This is an optimization exercise on Yosys and OpenROAD, whose aim is small area and few clock cycles, not a production implementation.
Function was checked by simulation only, so behaviour that the tests miss may differ from the original.
No activity file was given, so power comes from the tool's default toggle rates.

old:
// bracket_quote_value_checker_core
module bracket_quote_value_checker_core (
   input  logic        clock,
   input  logic        reset,
   input  logic        req_valid,
   output logic        req_ready,
   input  logic [7:0]  req_text_byte,
   input  logic        req_end_of_text,
   output logic        rsp_valid,
   input  logic        rsp_ready,
   output logic        rsp_has_byte,
   output logic [7:0]  rsp_value_byte,
   output logic        rsp_terminated,
   output logic [3:0]  rsp_error_code,
   output logic [15:0] rsp_error_pos,
   output logic [15:0] rsp_error_len,
   output logic        rsp_last_result,
   input  logic        csr_valid,
   output logic        csr_ready,
   input  logic        csr_at_mode
);
   logic        bv_ff;
   logic [7:0]  bb_ff;
   logic        be_ff;
   logic        at_mode_ff;
   logic [15:0] off_ff, off_in;
   logic [15:0] qstart_ff;
   logic [4:0]  top_ff, top_in;
   logic [1:0]  quote_ff, quote_in;
   logic [6:0]  la_ff, la_in;
   logic        qopen;
   logic [17:0] top_ent;
   logic [1:0]  top_kind;
   logic [15:0] top_pos;
   logic        push, pop;
   logic        sh_push, sh_pop, sh_hold;
   logic [7:0]  b;
   logic        is_blank, is_open, is_close, kind_match;
   logic [1:0]  b_kind;
   logic        depth_zero, depth_full;
   logic [15:0] off_inc;
   logic        res, last;
   logic        o_has, o_term;
   logic [7:0]  o_byte;
   logic [3:0]  o_code;
   logic        sel_off, sel_q, sel_t, sel_d;
   logic [15:0] sub_x, diff;
   logic        take, consume, step;
   logic        to_slash, la_emit;
   assign b          = bb_ff;
   assign depth_zero = top_ff[4];
   assign depth_full = (top_ff == 5'd15);
   assign off_inc    = off_ff + 16'd1;
  ...
Size: ~65 I/O pins, roughly 13000 um2 of cells after synthesis.
==> flow/config.mk <==
export PLATFORM = sky130hd
export DESIGN_NAME = bracket_quote_value_checker_core
export DESIGN_NICKNAME = bracket_quote_value_checker_core
export VERILOG_FILES = /design/flow/design.v
export SDC_FILE = /design/flow/constraint.sdc
export NUM_CORES = 4
export LEC_CHECK = 0
export CAP_MARGIN = 20
export CORE_MARGIN = 2
export CORE_UTILIZATION = 60
export CTS_CLUSTER_DIAMETER = 100
export CTS_CLUSTER_SIZE = 30
export PLACE_DENSITY = 0.8
export SLEW_MARGIN = 20
export SYNTH_HIERARCHICAL = 1
==> flow/constraint.sdc <==
create_clock -name core_clock -period 6.0 [get_ports {clock}]
set_input_delay 1.2000 -clock core_clock [delete_from_list [all_inputs] [get_ports {clock}]]
set_output_delay 1.2000 -clock core_clock [all_outputs]
set_load 0.01 [all_outputs]
standard.sh (not shown) runs the stock make flow with config.mk's settings and CLKGATE_MAP_FILE= SYNTH_SCRIPT=/design/flow/synth_recipe.tcl, a recipe that flattens the netlist after the stock synthesis.
==> flow/flow/run.sh <==
#!/bin/bash
# The standard layout, with three changes:
#  - synthesis maps the logic with an area-oriented ABC script (flow/abc_map.script) in
#    place of ORFS's abc_speed.script; everything else in synthesis, and every register,
#    is as in the standard synthesis (the scripts folder is an unchanged copy otherwise);
#  - the port buffers are the smallest plain buffer (buffer_ports otherwise picks a delay cell);
#  - clock tree synthesis adds no dummy loads.
# The make output goes to standard.log; each ORFS step keeps its own log under orfs/logs/.
set -euo pipefail
rm -rf scripts_abc
cp -r "$FLOW_HOME/scripts" scripts_abc
cp flow/abc_map.script scripts_abc/abc_speed.script
bash standard.sh \
  SCRIPTS_DIR="$PWD/scripts_abc" \
  BUFFER_PORTS_ARGS="-buffer_cell sky130_fd_sc_hd__buf_1" \
  CTS_ARGS="-sink_clustering_enable -repair_clock_nets -sink_clustering_size 30 -sink_clustering_max_diameter 100 -dont_use_dummy_load" \
  finish > standard.log 2>&1
==> flow/flow/abc_map.script <==
&get -n
&st
&dch
&nf -a
&st
&syn2
&synch2
&nf -a
&st
&dch
&nf -a
&put
topo
stime -c
Testbench counts of old, summed over its fixed seeds: cycles 42,797.
> inputs changed (old -> new)
- changing CTS_CLUSTER_SIZE from 30 to 36
- changing PLACE_DENSITY from 0.8 to 0.85
- changing CORE_UTILIZATION from 60 to 65
diff --git a/flow/flow/run.sh b/flow/flow/run.sh
--- a/flow/flow/run.sh
+++ b/flow/flow/run.sh
@@ -16 +16 @@
-  CTS_ARGS="-sink_clustering_enable -repair_clock_nets -sink_clustering_size 30 -sink_clustering_max_diameter 100 -dont_use_dummy_load" \
+  CTS_ARGS="-sink_clustering_enable -repair_clock_nets -sink_clustering_size 36 -sink_clustering_max_diameter 100 -dont_use_dummy_load" \
Findings:
- met3 routing resource usage after global routing on new is down relative to old.
- Between new and old, the via count does not differ in any meaningful way.
- Relative to old, share of the clock period used by the worst path has gone down in new.
- In new, global-route wire length before repair is lower than in old.
- Higher average vias per placed instance among new and old: new
- Of the two values seen for critical path's slowest cell, sky130_fd_sc_hd__edfxtp_1 was produced by old and sky130_fd_sc_hd__dfxtp_4 by new.
- Going from old to new, worst-case setup margin in the final layout grew by 0.050 ns; maximum ir drop on the vdd rail grew by 0.031 mV.

-- separate check: timing with driven ports --
The results above use ideal ports. As a check the final layouts listed here were re-extracted and re-timed, cells and wires unchanged.
Step 1, drivers: a clkbuf_16 drives clock and a buf_2 each remaining input, both assumed.
Step 2 times the ports against the registers' clock, not the clock port: input delays grow and output delays shrink by t, the midpoint of the rising clock arrivals with the driver on.
a / b / c = ideal / step 1 / step 2; a / b = the first two.
run | t (ns) | setup slack, ns | hold slack, ns | clock arrival spread, ns | pins driven straight from the clock port
old | 0.540 | 0.262 / 0.214 / 0.754 | 0.455 / 0.455 / 0.455 | 0.036 / 0.036 | 1
new | 0.531 | 0.311 / 0.263 / 0.795 | 0.418 / 0.418 / 0.418 | 0.077 / 0.077 | 1
After both steps every run listed still meets setup and hold.
